From an optimization exercise on the open Yosys and OpenROAD flow, aimed at small area and a short achievable clock period; shortcuts taken in it are not production practice.
No functional check of the RTL was part of any run shown here.

## flow/design.v (module list and top-level ports; edited modules follow where they fit)
// module fpm_top: 856 lines
// module fpm_fa: 4 lines
// module fpm_bsel: 3 lines
// module fpm_ao22: 3 lines
// module fpm_ao21: 3 lines
// module fpm_ao4: 4 lines
// module fpm_aoi22: 3 lines
// module fpm_xor2: 3 lines
module fpm_top (
  input  logic        clk,
  input  logic        rst_n,
  input  logic [2:0]  r_mode,
  input  logic [31:0] fp_x,
  input  logic [31:0] fp_y,
  output logic [31:0] fp_z,
  output logic        ovrf,
  output logic        udrf
);
  // ...
==> flow/flow/run.sh <==
#!/bin/bash
# The standard synthesis and layout; repair aims for 7 ns of setup slack
set -euo pipefail
bash standard.sh synth > synth.log 2>&1
bash standard.sh finish SETUP_SLACK_MARGIN=7 "BUFFER_PORTS_ARGS=-buffer_cell sky130_fd_sc_hd__buf_2" > layout.log 2>&1
==> flow/standard.sh <==
#!/bin/bash
# synth_recipe.tcl (not shown) runs the flow's synth.tcl, then flattens the netlist and writes it again
# the make line also repeats each setting of config.mk as NAME=value (left out here)
make -C /OpenROAD-flow-scripts/flow DESIGN_CONFIG=/design/flow/config.mk WORK_HOME=/design/flow/orfs CLKGATE_MAP_FILE= SYNTH_SCRIPT=/design/flow/synth_recipe.tcl "${@:-finish}"
==> flow/config.mk <==
export PLATFORM = sky130hd
export DESIGN_NAME = fpm_top
export DESIGN_NICKNAME = fpm_top
export VERILOG_FILES = /design/flow/design.v
export SDC_FILE = /design/flow/constraint.sdc
export NUM_CORES = 4
export LEC_CHECK = 0
export CAP_MARGIN = 20
export CORE_MARGIN = 2
export CORE_UTILIZATION = 55
export CTS_BUF_LIST = sky130_fd_sc_hd__clkbuf_4 sky130_fd_sc_hd__clkbuf_8
export GPL_TIMING_DRIVEN = 0
export SLEW_MARGIN = 20
export SYNTH_HIERARCHICAL = 1
==> flow/constraint.sdc <==
create_clock -name core_clock -period 12.5 [get_ports {clk}]
set_input_delay 2.5000 -clock core_clock [delete_from_list [all_inputs] [get_ports {clk}]]
set_output_delay 2.5000 -clock core_clock [all_outputs]
set_load 0.01 [all_outputs]
==> run_results.csv, run 1 <==
group,metric,value,unit
sta,max_slew_margin,44.5,%
floorplan,core,0.0327,mm^2
detailed_routing,routed_via_density,6.56,
worst_setup_path,crit_path_end,"p_q[13]",
yosys,ys_seq_area_share,13.4,%
cts,clock_sinks,123,
finish,seq_share,12.1,%
grt,grt_pass1_wl,98200,um
cts,clkLatencyLatePin,0.49,ns
finish,fillCellCount,2581,
worst_setup_path,worstSetupPathType,"flop to flop",
sta,period_minus_slack,5.49,ns
min_path,whs_path_depth,0,
cts,cts_max_level,4,
finish,comb.multi_input.count,1504,
grt,grt_max_degree,28,
yosys,async_flop_share,0,%
min_path,hold_start,"rne_q",
grt,overflow,0,
detailed_routing,ant_nets,0,
worst_setup_path,rr_worst_depth,16,
placement,port_buffers,102,
detailed_routing,route.met2.wl,28900,um
worst_setup_path,r2r_slack,7.01,ns
detailed_routing,post-route-drc-count,0,
yosys,synth_compound_area_share,20.6,%
yosys,synth_top_family_by_area,"adder cells",
finish,n_clock_buffer,22,
worst_setup_path,cp.required,12.84,ns
finish,inverters,90,
yosys,synth-seq-cells,123,
finish,seq_area,0.00268,mm^2
grt,antenna_found_initial,1,
placement,hpwl,38300,um
finish,syn2layout_area_growth,20.1,%
run,drv_cap,0,
yosys,synth_common_cells,"345 x xor2_1, 264 x fa_1, 244 x a22o_1, 123 x dfxtp_1, 106 x ha_1",
status,status,"no timing/DRC/antenna violations",
floorplan,taps,442,
==> inputs of run 2 (changes only) <==
--- a/flow/design.v
+++ b/flow/design.v
@@ -501,17 +501,16 @@
   logic [47:0] ra, rb;
   assign ra = {t568, t566, t564, t562, t560, t558, t556, t554, t552, t550, t548, t546, t544, t542, t540, t538, t536, t534, t532, t530, t528, t526, t524, t522, t520, t518, t516, t514, t512, t510, t508, t506, t504, t502, t500, t498, t496, t494, t492, t490, t488, t486, t484, t482, t480, t479, pp0[1], bneg[0]};
   assign rb = {~my[22], t567, t565, t563, t561, t559, t557, t555, t553, t551, t549, t547, t545, t543, t541, t539, t537, t535, t533, t531, t529, t527, t525, t523, t521, t519, t517, t515, t513, t511, t509, t507, t505, t503, t501, t499, t497, t495, t493, t491, t489, t487, t485, t483, t481, pp1[0], 1'b0, pp0[0]};
   logic [21:0] zt;
   assign zt = (ra[21:0] ^ rb[21:0]) ^ {(ra[20:0] | rb[20:0]), 1'b0};
   logic st_lo;    
   assign st_lo = |zt;
   logic [47:0] p;
-  logic c23;
   logic g0_1, q0_1, g0_3, q0_3, g0_5, q0_5, g0_7, q0_7, g0_9, q0_9, g0_11, q0_11, g0_13, q0_13, g0_15, q0_15, g0_17, q0_17, g0_19, q0_19, g0_21, q0_21, g0_23, q0_23, g0_25, q0_25, g0_27, q0_27, g0_29, q0_29, g0_31, q0_31, g0_33, q0_33, g0_35, q0_35, g0_37, q0_37, g0_39, q0_39, g0_41, q0_41, g0_43, q0_43, g0_45, q0_45, g0_47, q0_47, g1_2, q1_2, g1_3, q1_3, g1_6, q1_6, g1_7, q1_7, g1_10, q1_10, g1_11, q1_11, g1_14, q1_14, g1_15, q1_15, g1_18, q1_18, g1_19, q1_19, g1_22, q1_22, g1_23, q1_23, g1_26, q1_26, g1_27, q1_27, g1_30, q1_30, g1_31, q1_31, g1_34, q1_34, g1_35, q1_35, g1_38, q1_38, g1_39, q1_39, g1_42, q1_42, g1_43, q1_43, g1_46, q1_46, g1_47, q1_47, g2_4, q2_4, g2_5, q2_5, g2_6, q2_6, g2_7, q2_7, g2_12, q2_12, g2_13, q2_13, g2_14, q2_14, g2_15, q2_15, g2_20, q2_20, g2_21, q2_21, g2_22, q2_22, g2_23, q2_23, g2_28, q2_28, g2_29, q2_29, g2_30, q2_30, g2_31, q2_31, g2_36, q2_36, g2_37, q2_37, g2_38, q2_38, g2_39, q2_39, g2_44, q2_44, g2_45, q2_45, g2_46, q2_46, g2_47, q2_47, g3_8, q3_8, g3_9, q3_9, g3_10, q3_10, g3_11, q3_11, g3_12, q3_12, g3_13, q3_13, g3_14, q3_14, g3_15, q3_15, g3_24, q3_24, g3_25, q3_25, g3_26, q3_26, g3_27, q3_27, g3_28, q3_28, g3_29, q3_29, g3_30, q3_30, g3_31, q3_31, g3_40, q3_40, g3_41, q3_41, g3_42, q3_42, g3_43, q3_43, g3_44, q3_44, g3_45, q3_45, g3_46, q3_46, g3_47, q3_47, g4_16, q4_16, g4_17, q4_17, g4_18, q4_18, g4_19, q4_19, g4_20, q4_20, g4_21, q4_21, g4_22, q4_22, g4_23, q4_23, g4_24, q4_24, g4_25, q4_25, g4_26, q4_26, g4_27, q4_27, g4_28, q4_28, g4_29, q4_29, g4_30, q4_30, g4_31, q4_31, g5_32, q5_32, g5_33, q5_33, g5_34, q5_34, g5_35, q5_35, g5_36, q5_36, g5_37, q5_37, g5_38, q5_38, g5_39, q5_39, g5_40, q5_40, g5_41, q5_41, g5_42, q5_42, g5_43, q5_43, g5_44, q5_44, g5_45, q5_45, g5_46, q5_46, g5_47, q5_47;
   logic [47:0] ag, ap;
   assign ag = ra & rb;
   assign ap = ra ^ rb;
   fpm_ao21 u_g0_1 (.g(ag[1]), .p(ap[1]), .c(ag[0]), .y(g0_1));
   assign q0_1 = ap[1] & ap[0];
   fpm_ao21 u_g0_3 (.g(ag[3]), .p(ap[3]), .c(ag[2]), .y(g0_3));
   assign q0_3 = ap[3] & ap[2];
@@ -762,17 +761,16 @@
   fpm_ao21 u_g5_44 (.g(g3_44), .p(q3_44), .c(g4_31), .y(g5_44));
   assign q5_44 = q3_44 & q4_31;
   fpm_ao21 u_g5_45 (.g(g3_45), .p(q3_45), .c(g4_31), .y(g5_45));
   assign q5_45 = q3_45 & q4_31;
   fpm_ao21 u_g5_46 (.g(g3_46), .p(q3_46), .c(g4_31), .y(g5_46));
   assign q5_46 = q3_46 & q4_31;
   fpm_ao21 u_g5_47 (.g(g3_47), .p(q3_47), .c(g4_31), .y(g5_47));
   assign q5_47 = q3_47 & q4_31;
-  assign c23 = g4_22;    
   assign p[0] = ap[0];
   assign p[1] = ap[1] ^ ag[0];
   assign p[2] = ap[2] ^ g0_1;
   assign p[3] = ap[3] ^ g1_2;
   assign p[4] = ap[4] ^ g1_3;
   assign p[5] = ap[5] ^ g2_4;
   assign p[6] = ap[6] ^ g2_5;
   assign p[7] = ap[7] ^ g2_6;
@@ -830,54 +828,49 @@
   assign un_s[0] = eb_q[9] | (eb_q == 10'd0);
   assign un_s[1] = eb_q[9];
   logic [1:0] inf_s, zer_s, nrm_s;
   assign inf_s = {2{inf_c}} | ({2{nrm_c}} & ov_s);
   assign zer_s = {2{zer_c}} | ({2{nrm_c}} & un_s);
   assign nrm_s = {2{nrm_c}} & ~ov_s & ~un_s;
   logic [25:0] p_q;
   logic [7:0]  e_q;
-  logic all1;
-  assign all1 = (&(ap[45:24] ^ ag[44:23])) & (c23 ^ ap[23]);
-  logic st_q, rne2_q, rmm2_q, rdir2_q, nan2_q, sg2_q, all1_q;
+  logic st_q, rne2_q, rmm2_q, rdir2_q, nan2_q, sg2_q;
   logic [1:0] inf_q2, zer_q2, nrm_q2;
   always_ff @(posedge clk) begin
     p_q     <= p[47:22];
     st_q    <= st_lo;
-    all1_q  <= all1;
     e_q     <= eb_q[7:0];
     rne2_q  <= rne_q;
     rmm2_q  <= rmm_q;
     rdir2_q <= rdir_q;
     nan2_q  <= nan_c;
     sg2_q   <= sg_c;
     inf_q2  <= inf_s;
     zer_q2  <= zer_s;
     nrm_q2  <= nrm_s;
   end
   logic h, ru1, ru0, c, sx;
   assign h   = p_q[25];         
   assign ru1 = (rne2_q & p_q[1] & (p_q[0] | st_q | p_q[2])) | (rmm2_q & p_q[1]) | (rdir2_q & (p_q[1] | p_q[0] | st_q));
   assign ru0 = (rne2_q & p_q[0] & (st_q | p_q[1])) | (rmm2_q & p_q[0]) | (rdir2_q & (p_q[0] | st_q));
-  assign c   = ~h & ru0 & all1_q;    
+  assign c   = ~h & ru0 & (&p_q[23:1]);    
   assign sx  = h | c;                      
   logic [22:0] i1, i0, f1, f0;
   assign i1 = p_q[24:2] + 23'd1;
   assign i0 = p_q[23:1] + 23'd1;
   assign f1 = ru1 ? i1 : p_q[24:2];
   assign f0 = ru0 ? i0 : p_q[23:1];    
   logic inf_o, zer_o, nrm, nrmf;
   assign inf_o = sx ? inf_q2[1] : inf_q2[0];
   assign zer_o = sx ? zer_q2[1] : zer_q2[0];
   assign nrm   = sx ? nrm_q2[1] : nrm_q2[0];
   assign nrmf  = h ? nrm_q2[1] : nrm_q2[0];   
   logic [7:0] ez;
-  logic [7:0] e1;
-  assign e1 = e_q + 8'd1;
-  assign ez = sx ? e1 : e_q;
+  assign ez = e_q + {7'd0, sx};
   assign ovrf = inf_o;
   assign udrf = zer_o;
   assign fp_z[31]    = sg2_q;
   assign fp_z[30:23] = (nan2_q | inf_o) ? 8'hff : (nrm ? ez : 8'h00);
   assign fp_z[22]    = nan2_q | (nrmf & (h ? f1[22] : f0[22]));
   assign fp_z[21:0]  = nrmf ? (h ? f1[21:0] : f0[21:0]) : 22'd0;
 endmodule
 module fpm_fa (input logic a, input logic b, input logic c, output logic s, output logic co);
==> flow/flow/run.sh (replaced) <==
#!/bin/bash
# The standard synthesis and layout; repair aims for 7.5 ns of setup slack
set -euo pipefail
bash standard.sh synth > synth.log 2>&1
bash standard.sh finish SETUP_SLACK_MARGIN=7.5 "BUFFER_PORTS_ARGS=-buffer_cell sky130_fd_sc_hd__buf_2" > layout.log 2>&1
==> flow/config.mk (replaced) <==
export PLATFORM = sky130hd
export DESIGN_NAME = fpm_top
export DESIGN_NICKNAME = fpm_top
export VERILOG_FILES = /design/flow/design.v
export SDC_FILE = /design/flow/constraint.sdc
export NUM_CORES = 4
export LEC_CHECK = 0
export CAP_MARGIN = 20
export CORE_MARGIN = 2
export CORE_UTILIZATION = 55
export CTS_BUF_LIST = sky130_fd_sc_hd__clkbuf_4 sky130_fd_sc_hd__clkbuf_8
export SLEW_MARGIN = 20
export SYNTH_HIERARCHICAL = 1
==> run 2 against run 1 <==
Net effect: clock skew is 0.020 ns higher; non-clock buffer count is 41 higher; synthesized area is 1.4% lower; maximum frequency is 4.1% higher; die area is 1.3% lower; highest routed layer is now met5; still clean on timing, DRC and antenna; critical endpoint is now p_q[17]; via count is 0.42% lower; critical path depth stayed put; design area is 0.67% higher.
==> run_results.csv, run 2 <==
group,metric,value,unit
status,status,"no timing/DRC/antenna violations",
sta,period_minus_slack,5.27,ns
yosys,synth_most_common_cell,"xor2_1",
yosys,synth_xor_area_share,18.6,%
placement,hpwl,37300,um
cts,clockBufferDepth,2,
finish,reg_top3,"p_q x26, fy_q x23",
grt,first_global_vias,16100,
finish,fin_util,68.4,%
yosys,ys_types,51,
cts,clkLatencyLatePin,0.53,ns
detailed_routing,wl,65500,um
sta,max_freq,190,MHz
sta,setup_tns,0,ns
yosys,synth-adder-area-share,36.5,%
finish,regMostFlops,"p_q",
finish,diodes,0,
yosys,yosysWarnings,7,
grt,grt_pass1_wl,98800,um
floorplan,placementRows,66,
cts,cts_max_level,4,
yosys,synth_common_cells,"341 x xor2_1, 264 x fa_1, 244 x a22o_1, 122 x dfxtp_1, 107 x ha_1",
floorplan,start_util,55.7,%
worst_setup_path,reg2reg_to,"p_q[17]",
min_path,hp-class,"flop to flop",
detailed_routing,ant_nets,0,
worst_setup_path,rr_worst_depth,16,
yosys,syn_area_per_cell,10.6,um^2
yosys,synth_top_area_share,29.1,%
yosys,synth_compound_area_share,20.4,%
grt,track_usage,39.1,%
sta,worst_pin_slew,0.623,ns
detailed_routing,drt_first_pass_iters,8,
floorplan,die_w,186,um
yosys,synth-edff-count,0,
yosys,async_flop_share,0,%
cts,root_buffer,"clkbuf_8",
yosys,synthMuxAreaShare,0.504,%
finish,layout-drive-gt1-share,26.1,%
yosys,yosys-top-cells-area,"fa_1 29%, xor2_1 16%, dfxtp_1 13%",
detailed_routing,vias,16000,
worst_setup_path,cp_max_fo,11,
detailed_routing,wl_per_cell,26.6,um
placement,place_area,0.0193,mm^2
worst_setup_path,r2r_slack,7.23,ns
finish,final_common_cell,"xor2_1",
finish,syn2layout_area_growth,22.6,%
cts,clk_pin_slew_worst_paths,0.07,ns
yosys,synth_nets,2149,
grt,grt_max_degree,27,
worst_setup_path,cp.required,12.88,ns
placement,gp_congestion,0.864,
yosys,ys_seq_area_share,13.5,%
yosys,synth-seq-cells,122,
sta,clock_skew,0.0381,ns
cts,clock_sinks,122,
finish,largest_register_ffs,26,
yosys,netlist_area,0.0181,mm^2
finish,nets,2448,
yosys,syn_inst,1709,
sta,rsz0062_at_grt,"yes",
worst_setup_path,worstSetupEndpointType,"flop",
sta,period_share,42.2,%
run,drv_cap,0,
worst_setup_path,r2r-start,"fy_q[14]",
worst_setup_path,crit_start,"fy_q[14]",
cts,cts_buffers,17,
min_path,hold_end,"rdir2_q",
floorplan,io_pins,103,
worst_setup_path,worstSetupPathType,"flop to flop",
yosys,synth_top_family_by_area,"adder cells",
detailed_routing,post-route-drc-count,0,
floorplan,core,0.0325,mm^2
grt,overflow,0,
min_path,whs_path_depth,0,
floorplan,die_h,186,um
floorplan,dieArea,0.0344,mm^2
sta,slew_violations,0,
placement,port_buffers,102,
grt,antenna_found_initial,0,
worst_setup_path,critPathLaunchType,"flop",
min_path,hold_start,"rdir_q",
finish,fin_area,0.0222,mm^2
yosys,synthFlopType,"dfxtp_1",
sta,max_slew_margin,58.5,%
worst_setup_path,cp.arrival,5.66,ns
yosys,synth_top_area_cell,"fa_1",
detailed_routing,routed_via_density,6.50,
sta,hold_viol_final,0,
sta,finalSetupViolations,0,
finish,layout_common_cells,"334 x xor2_1, 242 x a22o_1, 234 x fa_1, 135 x buf_4, 102 x buf_2",
yosys,synthSimpleGateAreaFrac,8.11,%
cts,cts_tree,"done",
detailed_routing,drtIter0Drc,1908,
-- run 2: cell types whose count changed in the layout (fill, tap and decap cells not counted), sizes merged, moves of 3 or more --
cell / previous run / this run
xor2: 345 / 341
nand2: 45 / 48
and2: 28 / 31
clkbuf: 31 / 21
a211oi: 8 / 4
buf: 250 / 300
nand2b: 13 / 9
xnor2: 62 / 45
-- run 2: through the flow --
stage	setup WS [ns]	hold slack [ns]	instances
global route	7.17	0.339	2463
detailed placement	6.95	0.312	2235
global placement	7.07	0.311	2235
finish	7.23	0.328	2463
CTS	7.31	0.329	2450
floorplan	7.51	0.310	1709
-- run 2: per-layer routing --
layer / wire length (um) / global-route usage, % / part of all wire, % / up-vias
li1: - / - / - / 6712
met1: 27000 / 53.9 / 41 / 7901
met2: 27300 / 56.7 / 42 / 1166
met3: 8210 / 13.1 / 13 / 223
met4: 2940 / 15.2 / 4.5 / 4
met5: 70 / 1.19 / 0.11 / -
-- run 2: cells by family after synthesis --
group / count (synthesis)
simple gates: 260
mux: 7
flops: 122
xor+xnor: 386
buf+inv: 111
fa+ha+maj: 371
compound gates: 451
other cells: 1
-- run 2: cell type report --
| type | instances | area (um^2) |
|---|---|---|
| Clock buffer | 21 | 277 |
| Clock inverter | 11 | 169 |
| Fill cell | 2585 | 10300 |
| Inverter | 90 | 338 |
| Multi-Input combinational cell | 1477 | 15800 |
| Sequential cell | 122 | 2700 |
| Tap cell | 442 | 553 |
| Timing Repair Buffer | 300 | 2410 |
-- run 2: worst max-delay path: stages (launching register included) --
cell and delay, ns:
dfxtp_4 0.35, buf_12 0.15, a22o_4 0.24, xor2_2 0.16, fa_2 0.69, fa_2 0.48
fa_2 0.42, fa_1 0.49, fa_1 0.60, ha_4 0.23, and2_4 0.14, a21o_1 0.18
a21o_4 0.20, a21o_4 0.23, a21o_4 0.24, a21o_1 0.20, xor2_1 0.15
-- run 2: how the worst max path moves through the flow --
stage,slack (ns),endpoint,depth (start not counted)
after floorplan,7.51,p_q[25],16
after global placement,7.07,fp_z[30],11
after detailed placement,6.95,fp_z[30],11
after CTS,7.31,p_q[20],17
after global routing,7.17,p_q[11],17
final,7.23,p_q[17],16
-- run 2: Yosys stat by module, one instance, submodules excluded --
module / times used / cells / flops+latches / area [um^2]
fpm_top: 1 / 815 / 122 / 7380
fpm_xor2: 268 / 1 / 0 / 8.76
fpm_ao21: 99 / 1 / 0 / 7.51
fpm_aoi22: 22 / 1 / 0 / 12.5
fpm_ao22: 242 / 1 / 0 / 8.76
fpm_fa: 263 / 1 / 0 / 20.0
-- run 2: repair_timing --
item                       4_1_cts  5_1_grt
setup endpoints to repair       56       47
resized for setup              111       38
hold buffers                     0        0
pin swaps                       58       29
gates cloned                     1        0
buffers inserted               182       13

port drivers added, routing unchanged:
The flow's constraints put no driver on any port. The routed layouts listed below were extracted and timed again, unchanged, in two steps.
Step 1: set_driving_cell puts a clkbuf_16 on clk and a buf_2 on each other input, an assumption about the parent block.
Step 2 adds t to the input delays and takes it off the output delays; t is the mean of the earliest and latest rising clock arrival at the registers after step 1. Input paths then give back, and output paths get back, about the clock's delay inside the block.
a / b / c = ideal / step 1 / step 2; a / b = the first two.
| run | shift t [ns] | slack for setup (ns) | worst setup path after step 2 | clock arrival spread, ns | worst slew at a driven data input, ns |
|---|---|---|---|---|---|
| run 1 | 0.534 | 7.012 / 7.012 / 7.012 | register to register | 0.018 / 0.018 | 0.04 |
| run 2 | 0.557 | 7.226 / 7.226 / 7.226 | register to register | 0.038 / 0.038 | 0.03 |
After both steps setup and hold are still met in every run listed.
